This design comes from an exercise in tuning for small area and a short achievable clock period on the open sky130 flow, not from production work.
Only simulation tests tie the RTL to the original design; equivalence was not proved.
Power figures rest on the tool's default switching activity, not on a simulated workload.

==> module cam_to_ram_fifo, before the edit <==
module cam_to_ram_fifo #(
    parameter int DATA_WIDTH = 10,
    parameter int ADDR_WIDTH = 8
) (
    input  logic                  clk,
    input  logic                  reset_n,
    input  logic [DATA_WIDTH-1:0] data,
    input  logic                  wrreq,
    input  logic                  rdreq,
    output logic [DATA_WIDTH-1:0] q,
    output logic                  rdempty,
    output logic                  wrfull,
    output logic [ADDR_WIDTH:0]   usedw
);
    localparam int DW = DATA_WIDTH;
    localparam int NR = 16;      
    localparam int RL = 16;      
    logic [3:0]  T;
    logic [7:0]  wp;
    logic [7:0]  rp;
    logic [8:0]  count;
    logic        empty_r;
    logic        full_r;
    logic [NR-1:0] P;            
    logic [NR-1:0] V;            
    logic        wr_ok;
    logic        rd_ok;
    assign rdempty = empty_r;
    assign wrfull  = full_r;
    assign usedw   = count;
    assign wr_ok = wrreq & ~full_r;
    assign rd_ok = rdreq & ~empty_r;
    wire [3:0] wp_lo = wp[3:0];
    wire [3:0] wp_hi = wp[7:4];
    wire [3:0] rp_lo = rp[3:0];
    wire [3:0] rp_hi = rp[7:4];
    wire [3:0] A = T + 4'd1 - wp_hi;
    wire       a_zero = (A == 4'd0);
    wire       a_ones = (A == 4'd15);
    wire [3:0] B = T - rp_hi;
    wire       b_zero = (B == 4'd0);
    wire       b_one  = (B == 4'd1);
    logic [NR-1:0] land;
    logic [NR-1:0] live;
    logic [NR-1:0] pend_h;
    logic [NR-1:0] catch_h;
    logic [NR-1:0] wsel;
    logic [NR-1:0] rsel;
    logic [DW-1:0] S  [NR];
    logic [DW-1:0] H  [NR];
    logic [DW-1:0] R0 [NR];
    genvar r;
    generate
        for (r = 0; r < NR; r = r + 1) begin : g_ring
            logic [RL*DW-1:0] rg;
            wire [3:0] d = 4'(r) - rp_lo;      
            assign wsel[r] = (wp_lo == 4'(r));
            assign rsel[r] = (rp_lo == 4'(r));
            assign land[r] = P[r] & ((4'(r) < wp_lo) ? a_zero : a_ones);
            assign live[r] = (count > {5'd0, d});
            assign pend_h[r] = P[r] & live[r] & (count <= {5'd0, d} + 9'd16);
            assign catch_h[r] = ((4'(r) < rp_lo) ? b_one : b_zero) & live[r] & ~pend_h[r];
            assign R0[r] = rg[DW-1:0];
            always_ff @(posedge clk) begin
                rg <= {rg[(RL-1)*DW-1:0], land[r] ? S[r] : rg[RL*DW-1 -: DW]};
            end
            always_ff @(posedge clk) begin
                if (wr_ok & wsel[r]) S[r] <= data;
                if (catch_h[r]) H[r] <= rg[DW-1:0];
            end
            always_ff @(posedge clk or negedge reset_n) begin
                if (!reset_n) begin
                    P[r] <= 1'b0;
                    V[r] <= 1'b0;
                end else begin
                    if (wr_ok & wsel[r]) P[r] <= 1'b1;
                    else if (land[r]) P[r] <= 1'b0;
                    if (rd_ok & rsel[r]) V[r] <= 1'b0;
                    else if (catch_h[r]) V[r] <= 1'b1;
                end
            end
        end
    endgenerate
    logic [DW-1:0] rd_word;
    always_comb begin
        rd_word = '0;
        for (int i = 0; i < NR; i = i + 1) begin
            if (rsel[i]) begin
                if (V[i]) rd_word = H[i];
                else if (pend_h[i]) rd_word = S[i];
                else rd_word = R0[i];
            end
        end
    end
    always_ff @(posedge clk or negedge reset_n) begin
        if (!reset_n) begin
            T       <= '0;
            wp      <= '0;
            rp      <= '0;
            count   <= '0;
            empty_r <= 1'b1;
            full_r  <= 1'b0;
        end else begin
            T <= T + 1'b1;
            if (wr_ok) wp <= wp + 1'b1;
            if (rd_ok) rp <= rp + 1'b1;
            case ({wr_ok, rd_ok})
                2'b10:   count <= count + 1'b1;
                2'b01:   count <= count - 1'b1;
                default: count <= count;
            endcase
            empty_r <= empty_r ? ~wr_ok : (count == 9'd1) & rd_ok & ~wr_ok;
            full_r  <= full_r  ? ~rd_ok : (count == 9'd255) & wr_ok & ~rd_ok;
        end
    end
    logic [DW-1:0] q_r;
    always_ff @(posedge clk or negedge reset_n) begin
        if (!reset_n) begin
            q_r <= '0;
        end else if (rd_ok) begin
            q_r <= rd_word;
        end
    end
    assign q = q_r;
endmodule
Settings: LEC_CHECK=0, CAP_MARGIN=20, CORE_MARGIN=2, CORE_UTILIZATION=50, SETUP_SLACK_MARGIN=1.5, SLEW_MARGIN=20; clock period 5.0 ns.
run.sh (not shown) runs the stock make flow with config.mk's settings and CLKGATE_MAP_FILE= SYNTH_SCRIPT=/design/flow/synth_recipe.tcl, a recipe that flattens the netlist after the stock synthesis.
Edit:
--- a/flow/design.v
+++ b/flow/design.v
@@ -14,9 +14,10 @@
 );
     localparam int DW = DATA_WIDTH;
     localparam int NR = 16;      
     localparam int RL = 16;      
-    logic [3:0]  T;
+    logic [3:0]  A;              
+    logic [3:0]  B;              
     logic [7:0]  wp;
     logic [7:0]  rp;
     logic [8:0]  count;
     logic        empty_r;
@@ -30,17 +31,17 @@
     assign usedw   = count;
     assign wr_ok = wrreq & ~full_r;
     assign rd_ok = rdreq & ~empty_r;
     wire [3:0] wp_lo = wp[3:0];
-    wire [3:0] wp_hi = wp[7:4];
     wire [3:0] rp_lo = rp[3:0];
-    wire [3:0] rp_hi = rp[7:4];
-    wire [3:0] A = T + 4'd1 - wp_hi;
-    wire       a_zero = (A == 4'd0);
-    wire       a_ones = (A == 4'd15);
-    wire [3:0] B = T - rp_hi;
-    wire       b_zero = (B == 4'd0);
-    wire       b_one  = (B == 4'd1);
+    wire a_zero = (A == 4'd0);
+    wire a_ones = (A == 4'd15);
+    wire b_zero = (B == 4'd0);
+    wire b_one  = (B == 4'd1);
+    wire ge16 = |count[8:4];
+    wire le16 = ~ge16 | (count == 9'd16);
+    wire lt32 = ~|count[8:5];
+    wire nowrap = (rp_lo <= wp_lo);
     logic [NR-1:0] land;
     logic [NR-1:0] live;
     logic [NR-1:0] pend_h;
     logic [NR-1:0] catch_h;
@@ -52,15 +53,17 @@
     genvar r;
     generate
         for (r = 0; r < NR; r = r + 1) begin : g_ring
             logic [RL*DW-1:0] rg;
-            wire [3:0] d = 4'(r) - rp_lo;      
+            wire lt_wp = (4'(r) < wp_lo);
+            wire ge_rp = (4'(r) >= rp_lo);
+            wire inr   = nowrap ? (ge_rp & lt_wp) : (ge_rp | lt_wp);
             assign wsel[r] = (wp_lo == 4'(r));
             assign rsel[r] = (rp_lo == 4'(r));
-            assign land[r] = P[r] & ((4'(r) < wp_lo) ? a_zero : a_ones);
-            assign live[r] = (count > {5'd0, d});
-            assign pend_h[r] = P[r] & live[r] & (count <= {5'd0, d} + 9'd16);
-            assign catch_h[r] = ((4'(r) < rp_lo) ? b_one : b_zero) & live[r] & ~pend_h[r];
+            assign land[r] = P[r] & (lt_wp ? a_zero : a_ones);
+            assign live[r] = ge16 | inr;
+            assign pend_h[r] = P[r] & live[r] & (le16 | (lt32 & ~inr));
+            assign catch_h[r] = (ge_rp ? b_zero : b_one) & live[r] & ~pend_h[r];
             assign R0[r] = rg[DW-1:0];
             always_ff @(posedge clk) begin
                 rg <= {rg[(RL-1)*DW-1:0], land[r] ? S[r] : rg[RL*DW-1 -: DW]};
             end
@@ -84,25 +87,26 @@
     logic [DW-1:0] rd_word;
     always_comb begin
         rd_word = '0;
         for (int i = 0; i < NR; i = i + 1) begin
-            if (rsel[i]) begin
-                if (V[i]) rd_word = H[i];
-                else if (pend_h[i]) rd_word = S[i];
-                else rd_word = R0[i];
-            end
+            rd_word = rd_word
+                | ({DW{rsel[i] &  V[i]}} & H[i])
+                | ({DW{rsel[i] & ~V[i] &  (P[i] & le16)}} & S[i])
+                | ({DW{rsel[i] & ~V[i] & ~(P[i] & le16)}} & R0[i]);
         end
     end
     always_ff @(posedge clk or negedge reset_n) begin
         if (!reset_n) begin
-            T       <= '0;
+            A       <= 4'd1;
+            B       <= 4'd0;
             wp      <= '0;
             rp      <= '0;
             count   <= '0;
             empty_r <= 1'b1;
             full_r  <= 1'b0;
         end else begin
-            T <= T + 1'b1;
+            A <= A + 4'd1 - {3'd0, wr_ok & (wp_lo == 4'd15)};
+            B <= B + 4'd1 - {3'd0, rd_ok & (rp_lo == 4'd15)};
             if (wr_ok) wp <= wp + 1'b1;
             if (rd_ok) rp <= rp + 1'b1;
             case ({wr_ok, rd_ok})
                 2'b10:   count <= count + 1'b1;
=> The changed run produced a clean layout. Clock skew decreases by 7.8 ps. Power decreases by about 3.4%. Via count decreases by about 3.5%. Maximum frequency increases by about 8%. Die area decreases by about 4%. Cell count decreases by about 7%. Routed wire length increases by about 19%.


old:
The RTL this note starts from:
==> flow/design.v <==
module cam_to_ram_fifo #(
    parameter int DATA_WIDTH = 10,
    parameter int ADDR_WIDTH = 8
) (
    input  logic                  clk,
    input  logic                  reset_n,
    input  logic [DATA_WIDTH-1:0] data,
    input  logic                  wrreq,
    input  logic                  rdreq,
    output logic [DATA_WIDTH-1:0] q,
    output logic                  rdempty,
    output logic                  wrfull,
    output logic [ADDR_WIDTH:0]   usedw
);
    localparam int DW = DATA_WIDTH;
    localparam int NR = 16;      
    localparam int RL = 15;      
    logic [3:0]  A;              
    logic [3:0]  C;              
    logic [7:0]  wp;
    logic [7:0]  rp;
    logic [8:0]  count;
    logic        empty_r;
    logic        full_r;
    logic [NR-1:0] P;            
    logic [NR-1:0] V;            
    logic        wr_ok;
    logic        rd_ok;
    assign rdempty = empty_r;
    assign wrfull  = full_r;
    assign usedw   = count;
    assign wr_ok = wrreq & ~full_r;
    assign rd_ok = rdreq & ~empty_r;
    wire inc = wr_ok & ~rd_ok;
    wire dec = rd_ok & ~wr_ok;
    wire [3:0] wp_lo = wp[3:0];
    wire [3:0] rp_lo = rp[3:0];
    wire a_zero = (A == 4'd0);
    wire a_last = (A == 4'd14);
    wire c_zero = (C == 4'd0);
    wire c_one  = (C == 4'd1);
    logic le15, le16, le31;
    wire  ge16 = ~le15;
    wire  lt32 = le31;
    wire nowrap = (rp_lo <= wp_lo);
    logic [NR-1:0] land;
    logic [NR-1:0] live;
    logic [NR-1:0] pend_h;
    logic [NR-1:0] catch_h;
    logic [NR-1:0] wsel;
    logic [NR-1:0] rsel;          
    logic [DW-1:0] S  [NR];
    logic [DW-1:0] H  [NR];
    function automatic logic [3:0] step15(input logic [3:0] x, input logic dn);
        if (dn) step15 = x;
        else step15 = (x == 4'd14) ? 4'd0 : x + 4'd1;
    endfunction
    genvar r;
    generate
        for (r = 0; r < NR; r = r + 1) begin : g_ring
            logic [RL*DW-1:0] rg;
            wire lt_wp = (4'(r) < wp_lo);
            wire ge_rp = (4'(r) >= rp_lo);
            wire inr   = nowrap ? (ge_rp & lt_wp) : (ge_rp | lt_wp);
            assign wsel[r] = (wp_lo == 4'(r));
            assign land[r] = P[r] & (lt_wp ? a_zero : a_last);
            assign live[r] = ge16 | inr;
            assign pend_h[r] = P[r] & live[r] & (le16 | (lt32 & ~inr));
            assign catch_h[r] = ~V[r] & (ge_rp ? c_zero : c_one) & live[r] & (~pend_h[r] | land[r]);
            always_ff @(posedge clk) begin
                rg <= {rg[(RL-1)*DW-1:0], land[r] ? S[r] : rg[RL*DW-1 -: DW]};
            end
            always_ff @(posedge clk) begin
                if (wr_ok & wsel[r]) S[r] <= data;
                if (catch_h[r]) H[r] <= pend_h[r] ? S[r] : rg[RL*DW-1 -: DW];
            end
            always_ff @(posedge clk or negedge reset_n) begin
                if (!reset_n) begin
                    P[r] <= 1'b0;
                    V[r] <= 1'b0;
                end else begin
                    if (wr_ok & wsel[r]) P[r] <= 1'b1;
                    else if (land[r]) P[r] <= 1'b0;
                    if (rd_ok & rsel[r]) V[r] <= 1'b0;
                    else if (catch_h[r]) V[r] <= 1'b1;
                end
            end
        end
    endgenerate
    logic [DW-1:0] rd_word;
    always_comb begin
        rd_word = '0;
        for (int i = 0; i < NR; i = i + 1) begin
            rd_word = rd_word
                | ({DW{rsel[i] &  V[i]}} & H[i])
                | ({DW{rsel[i] & ~V[i]}} & S[i]);
        end
    end
    always_ff @(posedge clk or negedge reset_n) begin
        if (!reset_n) begin
            A       <= 4'd1;
            C       <= 4'd1;
            wp      <= '0;
            rp      <= '0;
            count   <= '0;
            empty_r <= 1'b1;
            full_r  <= 1'b0;
            le15    <= 1'b1;
            le16    <= 1'b1;
            le31    <= 1'b1;
            rsel    <= 16'd1;
        end else begin
            if (rd_ok) rsel <= {rsel[NR-2:0], rsel[NR-1]};
            le15 <= le15 ? ~((count == 9'd15) & inc) : (count == 9'd16) & dec;
            le16 <= le16 ? ~((count == 9'd16) & inc) : (count == 9'd17) & dec;
            le31 <= le31 ? ~((count == 9'd31) & inc) : (count == 9'd32) & dec;
            A <= step15(A, wr_ok & (wp_lo == 4'd15));
            C <= step15(C, rd_ok & (rp_lo == 4'd15));
            if (wr_ok) wp <= wp + 1'b1;
            if (rd_ok) rp <= rp + 1'b1;
            case ({wr_ok, rd_ok})
                2'b10:   count <= count + 1'b1;
                2'b01:   count <= count - 1'b1;
                default: count <= count;
            endcase
            empty_r <= empty_r ? ~wr_ok : (count == 9'd1) & rd_ok & ~wr_ok;
            full_r  <= full_r  ? ~rd_ok : (count == 9'd255) & wr_ok & ~rd_ok;
        end
    end
    logic [DW-1:0] q_r;
    always_ff @(posedge clk or negedge reset_n) begin
        if (!reset_n) begin
            q_r <= '0;
        end else if (rd_ok) begin
            q_r <= rd_word;
        end
    end
    assign q = q_r;
endmodule
export LEC_CHECK = 0
export CAP_MARGIN = 20
export CORE_MARGIN = 2
export CORE_UTILIZATION = 50
export CTS_CLUSTER_DIAMETER = 80
export CTS_CLUSTER_SIZE = 24
export SETUP_SLACK_MARGIN = 2.6
export SLEW_MARGIN = 20
export TNS_END_PERCENT = 10
export BUFFER_PORTS_ARGS = -buffer_cell sky130_fd_sc_hd__buf_4
create_clock -name core_clock -period 5.0 [get_ports {clk}]
standard.sh (not shown) runs the stock make flow with config.mk's settings and CLKGATE_MAP_FILE= SYNTH_SCRIPT=/design/flow/synth_recipe.tcl, a recipe that flattens the netlist after the stock synthesis.
==> flow/flow/run.sh <==
#!/bin/bash
set -e
echo 'export BUFFER_PORTS_ARGS = -buffer_cell sky130_fd_sc_hd__buf_4' >> config.mk
bash standard.sh > standard.log 2>&1
## Diff of input files: new against old
diff --git a/flow/design.v b/flow/design.v
--- a/flow/design.v
+++ b/flow/design.v
@@ -31,10 +31,11 @@
     assign usedw   = count;
     assign wr_ok = wrreq & ~full_r;
     assign rd_ok = rdreq & ~empty_r;
     wire inc = wr_ok & ~rd_ok;
     wire dec = rd_ok & ~wr_ok;
+    wire full_n = full_r ? ~rd_ok : (count == 9'd255) & inc;
     wire [3:0] wp_lo = wp[3:0];
     wire [3:0] rp_lo = rp[3:0];
     wire a_zero = (A == 4'd0);
     wire a_last = (A == 4'd14);
     wire c_zero = (C == 4'd0);
@@ -45,11 +46,11 @@
     wire nowrap = (rp_lo <= wp_lo);
     logic [NR-1:0] land;
     logic [NR-1:0] live;
     logic [NR-1:0] pend_h;
     logic [NR-1:0] catch_h;
-    logic [NR-1:0] wsel;
+    logic [NR-1:0] wen;           
     logic [NR-1:0] rsel;          
     logic [DW-1:0] S  [NR];
     logic [DW-1:0] H  [NR];
     function automatic logic [3:0] step15(input logic [3:0] x, input logic dn);
         if (dn) step15 = x;
@@ -60,28 +61,27 @@
         for (r = 0; r < NR; r = r + 1) begin : g_ring
             logic [RL*DW-1:0] rg;
             wire lt_wp = (4'(r) < wp_lo);
             wire ge_rp = (4'(r) >= rp_lo);
             wire inr   = nowrap ? (ge_rp & lt_wp) : (ge_rp | lt_wp);
-            assign wsel[r] = (wp_lo == 4'(r));
             assign land[r] = P[r] & (lt_wp ? a_zero : a_last);
             assign live[r] = ge16 | inr;
             assign pend_h[r] = P[r] & live[r] & (le16 | (lt32 & ~inr));
             assign catch_h[r] = ~V[r] & (ge_rp ? c_zero : c_one) & live[r] & (~pend_h[r] | land[r]);
             always_ff @(posedge clk) begin
                 rg <= {rg[(RL-1)*DW-1:0], land[r] ? S[r] : rg[RL*DW-1 -: DW]};
             end
             always_ff @(posedge clk) begin
-                if (wr_ok & wsel[r]) S[r] <= data;
+                if (wrreq & wen[r]) S[r] <= data;
                 if (catch_h[r]) H[r] <= pend_h[r] ? S[r] : rg[RL*DW-1 -: DW];
             end
             always_ff @(posedge clk or negedge reset_n) begin
                 if (!reset_n) begin
                     P[r] <= 1'b0;
                     V[r] <= 1'b0;
                 end else begin
-                    if (wr_ok & wsel[r]) P[r] <= 1'b1;
+                    if (wrreq & wen[r]) P[r] <= 1'b1;
                     else if (land[r]) P[r] <= 1'b0;
                     if (rd_ok & rsel[r]) V[r] <= 1'b0;
                     else if (catch_h[r]) V[r] <= 1'b1;
                 end
             end
@@ -107,11 +107,14 @@
             full_r  <= 1'b0;
             le15    <= 1'b1;
             le16    <= 1'b1;
             le31    <= 1'b1;
             rsel    <= 16'd1;
+            wen     <= 16'd1;
         end else begin
+            for (int i = 0; i < NR; i = i + 1)
+                wen[i] <= (wp_lo + {3'd0, wr_ok} == 4'(i)) & ~full_n;
             if (rd_ok) rsel <= {rsel[NR-2:0], rsel[NR-1]};
             le15 <= le15 ? ~((count == 9'd15) & inc) : (count == 9'd16) & dec;
             le16 <= le16 ? ~((count == 9'd16) & inc) : (count == 9'd17) & dec;
             le31 <= le31 ? ~((count == 9'd31) & inc) : (count == 9'd32) & dec;
             A <= step15(A, wr_ok & (wp_lo == 4'd15));
@@ -122,11 +125,11 @@
                 2'b10:   count <= count + 1'b1;
                 2'b01:   count <= count - 1'b1;
                 default: count <= count;
             endcase
             empty_r <= empty_r ? ~wr_ok : (count == 9'd1) & rd_ok & ~wr_ok;
-            full_r  <= full_r  ? ~rd_ok : (count == 9'd255) & wr_ok & ~rd_ok;
+            full_r  <= full_n;
         end
     end
     logic [DW-1:0] q_r;
     always_ff @(posedge clk or negedge reset_n) begin
         if (!reset_n) begin
## What came out
Comparing old and new, the higher wire length was measured on new. The total chip power number comes out lower for old vs new. Compared with old, new shows a die area that is 0.0012 mm^2 higher. Buffer share of cell area: new vs old — no meaningful difference. There was hardly any difference in clock power between old and new. Re net switching share of the total power: old was lower than new. Diff old -> new | area of all placed cells without fillers | increase of about 1%. Fmax: new lower than old.

-- static timing again, ports no longer ideal --
No port has a modelled driver above. Below, the same layouts with a new extraction and two added sets of constraints. Step 1, drivers: a clkbuf_16 drives clk and a buf_2 each remaining input, both assumed. Step 2, shift: input delay + t, output delay - t, t = (earliest + latest rising clock arrival at the registers) / 2. This alone moves slack from input paths to output paths. a / b / c = ideal / step 1 / step 2; a / b = the first two.
| run | shift t [ns] | slack for setup (ns) | worst hold slack (ns) | worst setup path at the end | clock arrival spread, ns |
|---|---|---|---|---|---|
| the first run of note 1 | 0.931 | 1.219 / 1.219 / 0.931 | 0.273 / 0.273 / 0.273 | input to register | 0.086 / 0.086 |
| the second run of note 1 | 0.939 | 1.494 / 1.494 / 1.404 | 0.229 / 0.180 / 0.270 | input to register | 0.057 / 0.057 |
| old | 0.872 | 2.234 / 2.234 / 1.665 | 0.263 / 0.212 / 0.296 | input to register | 0.051 / 0.050 |
| new | 0.884 | 2.148 / 2.148 / 1.796 | 0.282 / 0.224 / 0.308 | input to register | 0.039 / 0.040 |
After both steps every run listed still meets setup and hold. For old, which loses most, drivers alone change the setup slack by 0.000 ns; drivers and shift together by -0.569 ns.
